From an optimization exercise on the open Yosys and OpenROAD flow, aimed at small area; shortcuts taken in it are not production practice. In this exercise RTL edits were held to simulation tests only and were not proved equivalent to the original. The clock port is modelled as an ideal driver; clocking choices that lean on that would not hold on a real chip. Power and IR drop assume default switching activity.

[design/flow/flow/run.sh]
#!/bin/bash
# Standard ORFS layout (standard synthesis unchanged) with small port buffers
# and a light clock tree: clkbuf_4 leaves under a clkbuf_8 root; leaves whose
# estimated output slew is high are then swapped for clkbuf_8 before routing.
set -euo pipefail
export BUFFER_PORTS_ARGS="-buffer_cell sky130_fd_sc_hd__buf_1"
export CTS_ARGS="-sink_clustering_enable -repair_clock_nets -dont_use_dummy_load -buf_list sky130_fd_sc_hd__clkbuf_4 -root_buf sky130_fd_sc_hd__clkbuf_8"
bash standard.sh cts > standard_cts.log 2>&1
export RES=orfs/results/${FLOW_PLATFORM}/space_game_top/base
export PLAT=${FLOW_HOME}/platforms/${FLOW_PLATFORM}
export FIX_SLEW_PS=105
openroad -no_init -exit flow/fix_cts.tcl > fix_cts.log 2>&1
bash standard.sh finish > standard_finish.log 2>&1
[design/flow/flow/fix_cts.tcl]
# Swap clkbuf_4 clock buffers whose output slew (placement estimate) is over
# FIX_SLEW_PS for clkbuf_8, legalize, and put the result back as the CTS result.
read_liberty $::env(PLAT)/lib/sky130_fd_sc_hd__tt_025C_1v80.lib
read_db $::env(RES)/4_cts.odb
read_sdc $::env(RES)/4_cts.sdc
source $::env(PLAT)/setRC.tcl
set_propagated_clock [all_clocks]
estimate_parasitics -placement
set lim $::env(FIX_SLEW_PS)
set big [[ord::get_db] findMaster sky130_fd_sc_hd__clkbuf_8]
set n 0
foreach inst [[ord::get_db_block] getInsts] {
  if {[[$inst getMaster] getName] == "sky130_fd_sc_hd__clkbuf_4"} {
    set pin [get_pins [$inst getName]/X]
    set s 0
    foreach e {rise fall} {
      set v [sta::time_ui_sta [get_property $pin slew_max_$e]]
      if {$v > $s} { set s $v }
    }
    if {$s * 1e12 > $lim} {
      $inst swapMaster $big
      incr n
      puts "upsized [$inst getName] (slew [format %.1f [expr {$s * 1e12}]] ps)"
    }
  }
}
puts "upsized $n clock buffers"
detailed_placement
check_placement
write_db $::env(RES)/4_1_cts.odb
after 1100
write_db $::env(RES)/4_cts.odb
[design/flow/standard.sh]
#!/bin/bash
# synth_recipe.tcl (not shown) runs the flow's synth.tcl, then flattens the netlist and writes it again
# the make line also repeats each setting of config.mk as NAME=value (left out here)
make -C /OpenROAD-flow-scripts/flow DESIGN_CONFIG=/design/flow/config.mk WORK_HOME=/design/flow/orfs CLKGATE_MAP_FILE= SYNTH_SCRIPT=/design/flow/synth_recipe.tcl "${@:-finish}"
[design/flow/config.mk]
export PLATFORM = sky130hd
export DESIGN_NAME = space_game_top
export DESIGN_NICKNAME = space_game_top
export VERILOG_FILES = /design/flow/design.v
export SDC_FILE = /design/flow/constraint.sdc
export NUM_CORES = 4
export LEC_CHECK = 0
export CAP_MARGIN = 20
export CORE_MARGIN = 2
export CORE_UTILIZATION = 65
export PLACE_DENSITY = 0.9
export SLEW_MARGIN = 20
[design/flow/constraint.sdc]
create_clock -name core_clock -period 6.0 [get_ports {clk25M}]
set_input_delay 1.2000 -clock core_clock [delete_from_list [all_inputs] [get_ports {clk25M}]]
set_output_delay 1.2000 -clock core_clock [all_outputs]
set_load 0.01 [all_outputs]
[design/flow/design.v]
`timescale 1ns/100ps
package invaders_pkg;
    typedef logic [11:0] coord_t;
    typedef logic [11:0] color_t;
    typedef logic [2:0]  slot_t;
    localparam int FIELD_WIDTH    = 640;
    localparam int NUM_INVADERS   = 8;
    localparam int NUM_LASERS     = 4;
    localparam int LASER_IDX_W    = $clog2(NUM_LASERS);
    localparam int INVADER_SIZE   = 32;
    localparam int CANNON_SIZE    = 32;
    localparam int CANNON_V       = 448;
    localparam int CANNON_STEP    = 2;
    localparam int CANNON_INIT_H  = 304;
    localparam int LASER_LEN      = 20;
    localparam int LASER_STEP     = 4;
    localparam int LASER_OFFSET_H = 16;
    localparam int DOWN_STEP      = 8;
    localparam color_t CANNON_COLOR = 12'hff0;
    localparam color_t LASER_COLOR  = 12'hfff;
    localparam bit [NUM_INVADERS-1:0] INVADER_INIT_ALIVE = 8'hff;
    localparam bit [NUM_INVADERS*12-1:0] INVADER_INIT_VPOS = {
        12'd64, 12'd64, 12'd64, 12'd64, 12'd0, 12'd0, 12'd0, 12'd0
    };
    localparam bit [NUM_INVADERS*12-1:0] INVADER_INIT_HPOS = {
        12'd320, 12'd256, 12'd192, 12'd128, 12'd320, 12'd256, 12'd192, 12'd128
    };
    localparam bit [NUM_INVADERS*12-1:0] INVADER_INIT_COLOR = {
        12'h88f, 12'h8f0, 12'hf80, 12'h0ff, 12'hf0f, 12'h00f, 12'h0f0, 12'hf00
    };
    typedef enum logic [1:0] {
        DIR_RIGHT,
        DIR_DOWN,
        DIR_LEFT
    } dir_t;
    typedef enum logic [2:0] {
        PH_IDLE,
        PH_SCAN,
        PH_MOVE,
        PH_CANNON,
        PH_LASERS
    } phase_t;
    localparam int UPDATE_CYCLES = 2 * NUM_INVADERS + 1 + NUM_LASERS;
endpackage
`timescale 1ns/100ps
`timescale 1ns/100ps
`timescale 1ns/100ps
`timescale 1ns/100ps
`timescale 1ns/100ps
`timescale 1ns/100ps
`timescale 1ns/100ps
module space_game_top (
    input  logic        clk25M,
    input  logic        reset,
    input  logic        frame_tick,
    input  logic        march_en,
    input  logic [3:0]  speed,
    input  logic        btn_left,
    input  logic        btn_right,
    input  logic        btn_fire,
    input  logic [11:0] whpos,
    input  logic [11:0] wvpos,
    input  logic [18:0] write_addr_in,
    input  logic        write_en,
    output logic [18:0] write_addr_out,
    output logic        write_en_out,
    output logic [11:0] vdin,
    output logic        update_busy
);
    logic [4:0] seq;
    wire        idle = ~|seq[3:0];                           
    wire        last = seq[3] & seq[2] & ~seq[1] & seq[0];   
    wire        upd  = seq[3] & ~seq[2] & seq[1];            
    always_ff @(posedge clk25M) begin
        if (reset || last) seq <= 5'd0;
        else if (idle)     seq <= {4'd0, frame_tick};
        else               seq <= {seq[3:0], seq[4] ^ seq[2]};
    end
    assign update_busy = !idle;
    logic [8:0] Hn;      
    logic [8:0] Yn;      
    logic [1:0] dir;     
    wire dl   = dir[0];
    wire down = dir[1];
    wire [8:0] hsum;     
    wire       hcar;     
    wire [8:0] ydec;     
    wire [8:0] Cnew;     
    wire edge_seen = dl ? hcar : (hsum < 9'd95);
    always_ff @(posedge clk25M) begin
        if (reset) begin
            Hn  <= ~9'd128;
            Yn  <= ~9'd0;
            dir <= 2'b00;
        end else if (upd && march_en) begin
            if (down) begin
                Yn  <= ydec;
                dir <= {1'b0, ~dl};
            end else if (edge_seen) begin
                dir <= {1'b1, dl};
            end else begin
                Hn  <= hsum;
            end
        end
    end
    logic [8:0] Cn;
    wire can_l  = btn_left && (Cn != ~9'd8);                   
    wire can_r  = !can_l && btn_right && (Cn > ~9'd312);       
    always_ff @(posedge clk25M) begin
        if (reset)                        Cn <= ~9'd160;
        else if (upd && (can_l || can_r)) Cn <= Cnew;
    end
    logic [3:0][6:0] En;     
    logic [3:0][8:0] Xn;
    logic            spawned;
    wire win  = seq[4] & ((seq[3] & ~seq[0]) | (seq[2] & seq[0]));
    wire free0 = ~|En[0][6:4];             
    wire fire0 = win && free0 && btn_fire && !spawned;
    wire [7:0] eb;
    wire [6:0] einc;
    assign eb[0] = 1'b1;
    for (genvar j = 0; j < 7; j++) begin : g_einc
        assign einc[j] = En[0][j] ^ eb[j];
        assign eb[j+1] = eb[j] & En[0][j];
    end
    logic [6:0] e_in;
    always_comb begin
        if (win && !free0) e_in = einc;
        else if (fire0)    e_in = ~7'd107;
        else               e_in = En[0];
    end
    always_ff @(posedge clk25M) begin
        En <= {e_in, En[3:1]} & {4{~reset, ~reset, ~reset, 4'b1111}};
    end
    always_ff @(posedge clk25M) begin
        Xn <= {free0 ? Cn : Xn[0], Xn[3:1]};
    end
    always_ff @(posedge clk25M) begin
        spawned <= win && (spawned || fire0);
    end
    wire [9:0] vc;
    wire [8:0] vr;
    wire [8:0] va = wvpos[11:3] | {9{upd}};
    assign vc[0] = ~upd;
    for (genvar j = 0; j < 9; j++) begin : g_vsub
        assign vr[j]   = va[j] ^ Yn[j] ^ vc[j];
        assign vc[j+1] = (va[j] & Yn[j]) | (vc[j] & (va[j] ^ Yn[j]));
    end
    assign ydec = vr;
    wire wrapY = ~|Yn[8:3];                      
    wire row0  = vc[9] && (vr[8:2] == 7'd0);
    wire row1  = (vc[9] ^ wrapY) && (vr[8:2] == 7'd2);
    wire [10:0] hcy;
    wire [9:0]  hr;
    wire [9:0]  hnx = {1'b1, Hn};
    wire [9:0]  hop = {whpos[9], upd ? {{5{~dl}}, speed ^ {4{~dl}}} : whpos[8:0]};
    assign hcy[0] = upd ? ~dl : 1'b1;
    for (genvar j = 0; j < 10; j++) begin : g_hsub
        assign hr[j]    = hop[j] ^ hnx[j] ^ hcy[j];
        assign hcy[j+1] = (hop[j] & hnx[j]) | (hcy[j] & (hop[j] ^ hnx[j]));
    end
    assign hsum = hr[8:0];
    assign hcar = hcy[9];
    wire inv_hit = (row0 | row1) && (whpos[11:10] == 2'd0) && hcy[10] && (hr[9:8] == 2'd0) && !hr[5];
    wire [2:0] idx = {row1, hr[7:6]};
    wire [9:0] ccy;
    wire [8:0] cr;
    wire [8:0] cp  = upd ? {{8{~can_l}}, 1'b0} : whpos[9:1];
    assign ccy[0] = 1'b1;
    for (genvar j = 0; j < 9; j++) begin : g_csub
        assign cr[j]     = cp[j] ^ Cn[j] ^ ccy[j];
        assign ccy[j+1]  = (cp[j] & Cn[j]) | (ccy[j] & (cp[j] ^ Cn[j]));
    end
    assign Cnew = cr;
    wire can_h   = (whpos[11:10] == 2'd0) && (ccy[9] ? (cr[8:3] == 6'h00) : (cr[8:3] == 6'h3f));
    wire can_hit = can_h && (wvpos[11:5] == 7'd14);
    wire       w_ok = (wvpos[11:9] == 3'd0) && (wvpos[8:6] != 3'b111);
    wire [4:0] la   = wvpos[8:4];
    wire [1:0] lb   = wvpos[3:2];
    wire [5:0] lmb;
    wire [4:0] lam1;
    assign lmb[0] = 1'b1;
    for (genvar j = 0; j < 5; j++) begin : g_lam1
        assign lam1[j]  = la[j] ^ lmb[j];
        assign lmb[j+1] = lmb[j] & ~la[j];
    end
    wire lam1_ok = (la != 5'd0);
    wire [8:0] lp = whpos[9:1];
    wire [8:0] lq;
    wire [9:0] lqc;
    assign lqc[0] = whpos[0];
    for (genvar j = 0; j < 9; j++) begin : g_lq
        assign lq[j]    = lp[j] ^ lqc[j];
        assign lqc[j+1] = lp[j] & lqc[j];
    end
    wire lh_ok = (whpos[11:10] == 2'd0);
    logic [3:0] las_h;
    for (genvar i = 0; i < 4; i++) begin : g_lhit
        wire [4:0] c  = ~En[i][6:2];
        wire [1:0] f  = ~En[i][1:0];
        wire       ge = (lb[1] & ~f[1]) | (~(lb[1] ^ f[1]) & (lb[0] | ~f[0]));
        wire       le = (~lb[1] & f[1]) | (~(lb[1] ^ f[1]) & (~lb[0] | f[0]));
        wire       vh = ((la == c) && ge) || (lam1_ok && (lam1 == c) && le);
        wire       hh = (lp == ~Xn[i]) || (lq == ~Xn[i]);
        assign las_h[i] = vh && hh;
    end
    wire las_hit = w_ok && lh_ok && (|las_h);
    logic [3:0] inv_code;
    always_comb begin
        case (idx)
            3'd0: inv_code = 4'b0100;     
            3'd1: inv_code = 4'b0010;     
            3'd2: inv_code = 4'b0001;     
            3'd3: inv_code = 4'b0101;     
            3'd4: inv_code = 4'b0011;     
            3'd5: inv_code = 4'b1100;     
            3'd6: inv_code = 4'b1010;     
            default: inv_code = 4'b1001;  
        endcase
    end
    logic [3:0] code;
    always_comb begin
        if (inv_hit)      code = inv_code;
        else if (can_hit) code = 4'b0110;    
        else if (las_hit) code = 4'b0111;    
        else              code = 4'b0000;
    end
    logic [3:0] col;
    always_ff @(posedge clk25M) begin
        if (reset || !write_en) col <= 4'd0;
        else                    col <= code;
    end
    wire r3 = col[2] | col[3];
    wire g3 = col[1] | col[3];
    assign vdin = {r3, {3{col[2]}}, g3, {3{col[1]}}, {4{col[0]}}};
    always_ff @(posedge clk25M) begin
        write_addr_out <= write_addr_in;
        write_en_out   <= write_en & ~reset;
    end
endmodule
==> notes.md <==
H-tree depth reported by CTS 4; total gr overflow 0; DR DRC count 0; Post-Synthesis Cells 663; area of the die 10500 um2; share of the synthesized area in the top cell type 39.0%; # IOs 88; DP Area 6760 um2; # hold bufs at CTS 0; routed len/inst 16.4 um; initial core utilization 67.6%; GRT Total Usage 29.0%; Post-synth ARST share 0%; Vias 4856; layout cells sized above 1 7.95%; Clock Skews 0.0219 ns; worst path required time 6.34 ns; post-synthesis sequential area ratio 39.0%; FF-to-FF Start seq[2]; worst hold path endpoint En[9]; final setup violating endpoints 0; CTS tree done; clock root buffer clkbuf_8; final instance area 6920 um2; first-pass GRT wire length 22900 um; Cell variety after synth 45; largest net degree at the start of global routing 46; RSZ-0062 raised after global routing false; outcome timing/DRC/antenna clean; synthesized area 6310 um2; hold path start En[16]; Pleak 2.93 nW; Fin Setup TNS 0 ns; Post-synth EDFFs 0; worst r2r path cells 21; most frequent cells in the layout dfxtp_1, buf_1, xor2_1, inv_1, nand2_1; first-pass iteration count of the detailed router 5; DPL Wire Length 11200 um; routability cong. 0.993; crit share post-route 96.8%; Min-Delay Path Depth 0; Worst-Skew Late Latency 0.42 ns; Reg2Reg Setup Slack 0.33 ns; worst hold path type reg -> reg; slack of the critical path 0.194 ns; CTS Buf Count 17; initial antenna violation count 0; Worst slew margin 45.9%; most common cell after layout, fill and taps aside dfxtp_1; Clock transition at path regs 0.09 ns; Die Wd 102 um; synth top area cells dfxtp_1, xor2_1, fa_1, ha_1, xnor2_1; Worst Path Max Fanout 5; Hold Vio Cnt, Final 0; Max Fclk 172 MHz; Core ar. 9330 um2; vias in the first global route 4929; Critical Path Sink Type flop; Pwr Total 1.43 mW; area growth from synthesis to layout 9.78%; pwr/cell area 206 nW/um2; Max Root-Sink Buffers 2; # fillers 703; die height 102 um; Slew Limit Fails 0; port buffer count 85; RR Endpoint Hn[1]; synthesized flop and latch total 123; Synthesized Nets 770; pre-CTS setup slack -0.410 ns; remaining antenna violation count 0; Synth Warn # 1; min cycle time layout 5.81 ns; DR vias/cell 5.58; worst vdd ir 0.202 mV; FP Rows 35; CTS sink cnt 123; top_reg_cell synth dfxtp_1; Worst Tran Pin Value 0.809 ns; crit path DAT 6.15 ns; antenna cell count 0; crit path kind in -> reg; largest area contributor in the netlist dfxtp_1; Mean Syn Cell Area 9.51 um2; fin nets 851; max-cap violation count 0; final wirelength 14300 um; DRT iter0 DRCs 263; crit start category input pin
Yosys cell counts (9+ instances only):
master and number:
a21oi_1 11, nor2b_1 12, nor4_1 11, xor2_1 82
nand4_1 17, a211o_1 19, clkbuf_1 32, ha_1 26
nand2_1 42, dfxtp_1 123, nand3_1 18, nor3_1 17
buf_4 12, xnor2_1 36, fa_1 26, nand2b_1 9
o21ai_0 30, nor2_1 41, inv_1 47
layout make-up:
| class | instances | area, um2 | share of cell area, % |
|---|---|---|---|
| clock buffer | 17 | 153 | 2.20 |
| inverter | 47 | 176 | 2.55 |
| timing repair buffer | 107 | 485 | 7.01 |
| tap | 129 | 161 | 2.33 |
| sequential | 123 | 2460 | 35.6 |
| multi-input combinational | 448 | 3480 | 50.3 |
cells by family (layout without fill, tap and decap cells):
| group | Yosys count | in the layout | share of synthesized area, % |
|---|---|---|---|
| and+or+nand+nor | 184 | 184 | 14.6 |
| adders and majority gates | 52 | 52 | 13.4 |
| xor gates and xnor gates | 119 | 119 | 16.6 |
| buffers and inverters | 92 | 171 | 6.21 |
| AOI/OAI and AO/OA | 91 | 91 | 9.78 |
| muxes | 2 | 2 | 0.317 |
| DFF | 123 | 123 | 39.0 |
what timing repair did:
action | CTS | global route
endpoints found under the setup margin | 0 | 12
buffers inserted | 0 | 1
gates resized for setup | 0 | 4
metal layers:
| layer | GRT usage (%) | share of wire, % | vias up |
|---|---|---|---|
| met5 | 0 | 0 | - |
| met4 | 12.9 | 2.8 | 0 |
| met3 | 6.58 | 5.9 | 39 |
| met2 | 49.3 | 49 | 166 |
| met1 | 35.2 | 42 | 2310 |
| li1 | - | - | 2341 |
per-stage QoR:
step	util [%]	hold WS, ns	instances
finish	74.2	0.359	871
global route	74.2	0.371	871
CTS	73.9	0.359	870
detailed placement	72.4	0.355	853
global placement	72.4	0.354	853
floorplan	-	0.349	663
flip-flops by register name, summed over array words and instances, names as in the netlist:
name            cells
col                 4
spawned             1
write_en_out        1
Xn                 36
Hn                  9
En                 28
dir                 2
Cn                  9
Yn                  9
seq                 5
write_addr_out     19
where the power goes:
group          internal [mW]  switching (mW)  total (mW)  leakage (nW)
logic                 0.0739           0.102       0.176          1.84
clock network          0.160           0.258       0.418        0.0886
registers              0.827         0.00643       0.834          1.00
critical path, stage by stage:
cell      delay [ns]
clkbuf_2        0.12
nor2_1          0.07
fa_1            0.43
fa_2            0.38
fa_2            0.37
fa_2            0.37
fa_1            0.40
inv_1           0.08
fa_1            0.17
inv_1           0.05
fa_1            0.41
fa_1            0.39
inv_1           0.08
fa_1            0.44
or3_1           0.38
a211o_1         0.31
xnor2_1         0.14
a21oi_1         0.15
nor2b_1         0.06
nor3_1          0.13
how the worst max path moves through the flow:
| stage | start | slack [ns] | end |
|---|---|---|---|
| CTS | wvpos[3] | 0.02 | col[2] |
| finish | wvpos[3] | 0.19 | col[2] |
| detailed placement | wvpos[3] | -0.41 | col[2] |
| floorplan | wvpos[3] | 0.02 | col[0] |
| global route | whpos[1] | 0.00002 | col[1] |
| global placement | wvpos[3] | -0.29 | col[0] |

[what the ideal ports hide]
The results above use ideal ports. As a check the final layout listed here was re-extracted and re-timed, cells and wires unchanged. Step 1, drivers: a clkbuf_16 drives clk25M and a buf_2 each remaining input, both assumed. Step 2 also shifts input and output timing later by t, the mid clock arrival at the registers, as if the neighbouring blocks saw the same clock. Three values: no drivers, after step 1, after step 2; two values: the first two.
t, ns: 0.442
setup slack, ns: 0.194 / 0.200 / -0.242
worst hold slack (ns): 0.359 / 0.359 / 0.359
cell pins on the clock port's net: 1
With both steps, setup timing fails in this run, where it was met with ideal ports. The setup slack of this run moves by +0.006 ns with the drivers and by -0.436 ns with both steps.
